This is an optimization exercise on Yosys and OpenROAD, whose aim is small area, not a production implementation. RTL that was checked went through simulation tests only; none was proved equivalent to the original.

main:
==> module tx_lane, before the edit <==
module tx_lane
(
    input  logic                 clk160,
    input  logic                 rst,
    input  logic [aurora_pkg::PAYLOAD_W-1:0] data_i,
    input  aurora_pkg::sync_hdr_e            sync_i,
    output logic                 data_next_o,
    output logic [aurora_pkg::BYTE_W-1:0]    byte_o,
    output logic [1:0]                       beat_o    
);
    localparam int TAIL_W = 30;                  
    localparam int CAT_W  = BLOCK_W + TAIL_W;    
    logic [1:0]         beat_q;
    logic [5:0]         rd2_q;       
    logic               need_blk;
    logic [BLOCK_W-1:0] hold_q;
    logic [TAIL_W-1:0]  tail_q;
    logic [CAT_W-1:0]   cat;
    logic [3:0]         rd_byte;
    logic [13:0]        win;
    logic [7:0]         line;
    assign need_blk    = (beat_q == 2'd3) && (rd2_q > 6'd28);
    assign data_next_o = need_blk;
    assign beat_o      = beat_q;
    always_ff @(posedge clk160) begin
        if (rst) begin
            beat_q <= '0;
            rd2_q  <= 6'd48;
        end else begin
            beat_q <= beat_q + 1'b1;
            if (need_blk) begin
                rd2_q <= {2'b00, 4'(rd2_q - 6'd29)};
            end else begin
                rd2_q <= rd2_q + 6'd4;
            end
        end
    end
    always_ff @(posedge clk160) begin
        if (need_blk) begin
            hold_q <= {data_i, sync_i};
            tail_q <= hold_q[BLOCK_W-1:BLOCK_W-TAIL_W];
        end
    end
    assign cat     = {hold_q, tail_q};
    assign rd_byte = rd2_q[5:2];
    logic [11:0]  q_hot;
    logic [3:0]   s_hot;
    logic [103:0] catx;
    logic [3:0]   grp_n [14];
    logic [1:0]   half_n [8];
    assign catx = {8'b0, cat};
    always_comb begin
        for (int i = 0; i < 12; i++) q_hot[i] = (rd_byte == 4'(i));
        for (int i = 0; i < 4; i++)  s_hot[i] = (rd2_q[1:0] == 2'(i));
        for (int k = 0; k < 14; k++) begin
            for (int g = 0; g < 4; g++)
                grp_n[k][g] = ~((q_hot[3*g]   & catx[8*(3*g)+k]) |
                                (q_hot[3*g+1] & catx[8*(3*g+1)+k]) |
                                (q_hot[3*g+2] & catx[8*(3*g+2)+k]));
            win[k] = ~&grp_n[k];
        end
        for (int b = 0; b < 8; b++) begin
            half_n[b][0] = ~((s_hot[0] & win[b])   | (s_hot[1] & win[b+2]));
            half_n[b][1] = ~((s_hot[2] & win[b+4]) | (s_hot[3] & win[b+6]));
            line[b] = ~&half_n[b];
        end
    end
    assign byte_o = line;
endmodule
export LEC_CHECK = 0
export CAP_MARGIN = 20
export CELL_PAD_IN_SITES_DETAIL_PLACEMENT = 1
export CELL_PAD_IN_SITES_GLOBAL_PLACEMENT = 2
export CORE_MARGIN = 2
export CORE_UTILIZATION = 40
export SLEW_MARGIN = 20
create_clock -name core_clock -period 6.25 [get_ports {clk160}]
standard.sh (not shown) runs the stock make flow with config.mk's settings and CLKGATE_MAP_FILE= SYNTH_SCRIPT=/design/flow/synth_recipe.tcl, a recipe that flattens the netlist after the stock synthesis.
==> flow/flow/run.sh <==
#!/bin/bash
# Own layout flow: the standard flow, with three changes.
#  1. After the standard synthesis, the combinational cells are mapped again by
#     ABC for area with a few scripts, keeping the smallest result; flip-flops
#     are left exactly as the standard synthesis made them.
#  2. Port buffers are the smallest buffer cell.
#  3. CTS without dummy loads.
# Every tool writes its full output to a log of its own in this folder.
set -euo pipefail
W=$PWD
R=$W/orfs/results/$FLOW_PLATFORM/aurora_lane/base
LIB=$FLOW_HOME/platforms/$FLOW_PLATFORM/lib/sky130_fd_sc_hd__tt_025C_1v80.lib

export CTS_ARGS="-sink_clustering_enable -repair_clock_nets -dont_use_dummy_load -buf_list sky130_fd_sc_hd__clkbuf_16 -sink_clustering_size 30 -sink_clustering_max_diameter 80"
export BUFFER_PORTS_ARGS="-buffer_cell sky130_fd_sc_hd__buf_1"

bash standard.sh synth > $W/log_1_standard_synth.txt 2>&1
cp $R/1_2_yosys.v $W/std_1_2_yosys.v

DU=""
for c in $(cat $W/flow/dont_use.txt); do DU="$DU -dont_use $c"; done
FLOPS=$(grep -oE "sky130_fd_sc_hd__[a-z0-9_]+" $W/std_1_2_yosys.v | sort -u | grep -E "__(df|edf|sdf|dl)" | tr '\n' ' ')
best=""
best_area=""
for s in $W/flow/abc_*.abc; do
  n=$(basename $s .abc)
  cat > $W/remap_$n.ys <<EOF
read_liberty -ignore_miss_func $LIB
read_verilog $W/std_1_2_yosys.v
hierarchy -top $FLOW_TOP
setattr -mod -set keep_hierarchy 1 $FLOPS
flatten
opt_clean
abc -script $s -liberty $LIB $DU
opt_clean -purge
blackbox $FLOPS
hilomap -singleton -hicell sky130_fd_sc_hd__conb_1 HI -locell sky130_fd_sc_hd__conb_1 LO
insbuf -buf sky130_fd_sc_hd__buf_4 A X
splitnets
opt_clean -purge
tee -o $W/remap_$n.stat stat -liberty $LIB
write_verilog -noattr -nohex -nodec $W/remap_$n.v
EOF
  if yosys -s $W/remap_$n.ys > $W/log_2_remap_$n.txt 2>&1; then
    a=$(grep "Chip area for module" $W/remap_$n.stat | head -1 | awk '{print $NF}')
    echo "$n $a" >> $W/remap_areas.txt
    if [[ -z "$best_area" ]] || awk -v a="$a" -v b="$best_area" 'BEGIN{exit !(a<b)}'; then
      best=$n; best_area=$a
    fi
  fi
done
echo "best $best $best_area" >> $W/remap_areas.txt
cp $W/remap_$best.v $R/1_2_yosys.v
rm -f $R/1_synth.odb $R/1_synth.sdc
bash standard.sh > $W/log_3_standard_layout.txt 2>&1
Other scripts of this flow, unchanged in this note and not shown: flow/flow/abc_1.abc, flow/flow/abc_4.abc, flow/flow/abc_5.abc, flow/flow/abc_6.abc, flow/flow/abc_7.abc, flow/flow/abc_8.abc, flow/flow/abc_9.abc, flow/flow/dont_use.txt
main has completed all stages; timing, DRC and antenna checks passed.
The inputs of the feature branch differ from those of main as listed below.
==> flow/design.v, changed modules only <==
module tx_lane
(
    input  logic                 clk160,
    input  logic                 rst,
    input  logic [aurora_pkg::PAYLOAD_W-1:0] data_i,
    input  aurora_pkg::sync_hdr_e            sync_i,
    output logic                 data_next_o,
    output logic [aurora_pkg::BYTE_W-1:0]    byte_o,
    output logic [1:0]                       beat_o    
);
    localparam int TAIL_W = 30;                  
    localparam int CAT_W  = BLOCK_W + TAIL_W;    
    logic [1:0]         beat_q;
    logic [5:0]         rd2_q;       
    logic               run_q;       
    logic               need_blk;
    logic [BLOCK_W-1:0] hold_q;
    logic [TAIL_W-1:0]  tail_q;
    logic [CAT_W-1:0]   cat;
    logic [3:0]         rd_byte;
    logic [13:0]        win;
    logic [7:0]         line;
    assign need_blk    = (beat_q == 2'd3) && (rd2_q > 6'd28);
    assign data_next_o = need_blk;
    assign beat_o      = beat_q;
    always_ff @(posedge clk160) begin
        if (rst) begin
            beat_q <= '0;
            rd2_q  <= 6'd32;
            run_q  <= 1'b0;
        end else begin
            beat_q <= beat_q + 1'b1;
            if (need_blk) begin
                rd2_q <= rd2_q - 6'd29;
                run_q <= 1'b1;
            end else begin
                rd2_q <= rd2_q + 6'd4;
            end
        end
    end
    always_ff @(posedge clk160) begin
        if (need_blk) begin
            hold_q <= {data_i, sync_i};
            tail_q <= hold_q[BLOCK_W-1:BLOCK_W-TAIL_W];
        end
    end
    assign cat     = {hold_q, tail_q};
    assign rd_byte = rd2_q[5:2];
    logic [11:0]  q_hot;
    logic [3:0]   s_hot;
    logic [103:0] catx;
    logic [3:0]   grp_n [14];
    logic [1:0]   half_n [8];
    assign catx = {8'b0, cat};
    always_comb begin
        for (int i = 0; i < 12; i++) q_hot[i] = (rd_byte == 4'(i));
        for (int i = 0; i < 4; i++)  s_hot[i] = run_q && (rd2_q[1:0] == 2'(i));
        for (int k = 0; k < 14; k++) begin
            for (int g = 0; g < 4; g++)
                grp_n[k][g] = ~((q_hot[3*g]   & catx[8*(3*g)+k]) |
                                (q_hot[3*g+1] & catx[8*(3*g+1)+k]) |
                                (q_hot[3*g+2] & catx[8*(3*g+2)+k]));
            win[k] = ~&grp_n[k];
        end
        for (int b = 0; b < 8; b++) begin
            half_n[b][0] = ~((s_hot[0] & win[b])   | (s_hot[1] & win[b+2]));
            half_n[b][1] = ~((s_hot[2] & win[b+4]) | (s_hot[3] & win[b+6]));
            line[b] = ~&half_n[b];
        end
    end
    assign byte_o = line;
endmodule
==> results.txt <==
- Delta (the feature branch minus main): final clock period utilization by the worst path went up by 2.5 points, number of buffer and inverter stages on the critical path went down by 1, critical path depth went up by 3, number of iterations in the first detailed-routing pass went up by 1, count of fill cells added during filler insertion went up by about 3%.
- Higher number of vias per cell after detailed routing was reported by main, not the feature branch.
- Compared with main, the feature branch shows a lower worst hold slack.
- Summary of the feature branch over main: overall via count from detail_route fell 58, setup slack fell 0.16 ns, count of clock tree sinks rose 1, count of inserted tapcells about even.
- The feature branch against main; wire length is down by a few percent.
Function not checked in main: the RTL went through the layout flow alone.

[what the ideal ports hide]
How much do the figures lean on ideal ports? The routed layouts below were timed once more, with nothing changed but the port constraints. Step 1 (the two cells are an assumption about what drives the block):
set clk [get_ports {clk160}]
set_driving_cell -lib_cell sky130_fd_sc_hd__clkbuf_16 $clk
set_driving_cell -lib_cell sky130_fd_sc_hd__buf_2 [delete_from_list [all_inputs] $clk]
Step 2 adds t to the input delays and takes it off the output delays; t is the mean of the earliest and latest rising clock arrival at the registers after step 1. Input paths then give back, and output paths get back, about the clock's delay inside the block. a / b / c = ideal / step 1 / step 2; a / b = the first two.
run | t, ns | setup slack, ns | hold slack, ns | clock arrival spread, ns | slew at the worst register clock pin (ns)
main | 0.514 | 1.473 / 1.425 / 1.821 | 0.339 / 0.339 / 0.339 | 0.054 / 0.054 | 0.11 / 0.11
the feature branch | 0.537 | 1.317 / 1.264 / 1.801 | 0.313 / 0.313 / 0.313 | 0.064 / 0.064 | 0.10 / 0.10
After both steps every run listed still meets setup and hold.
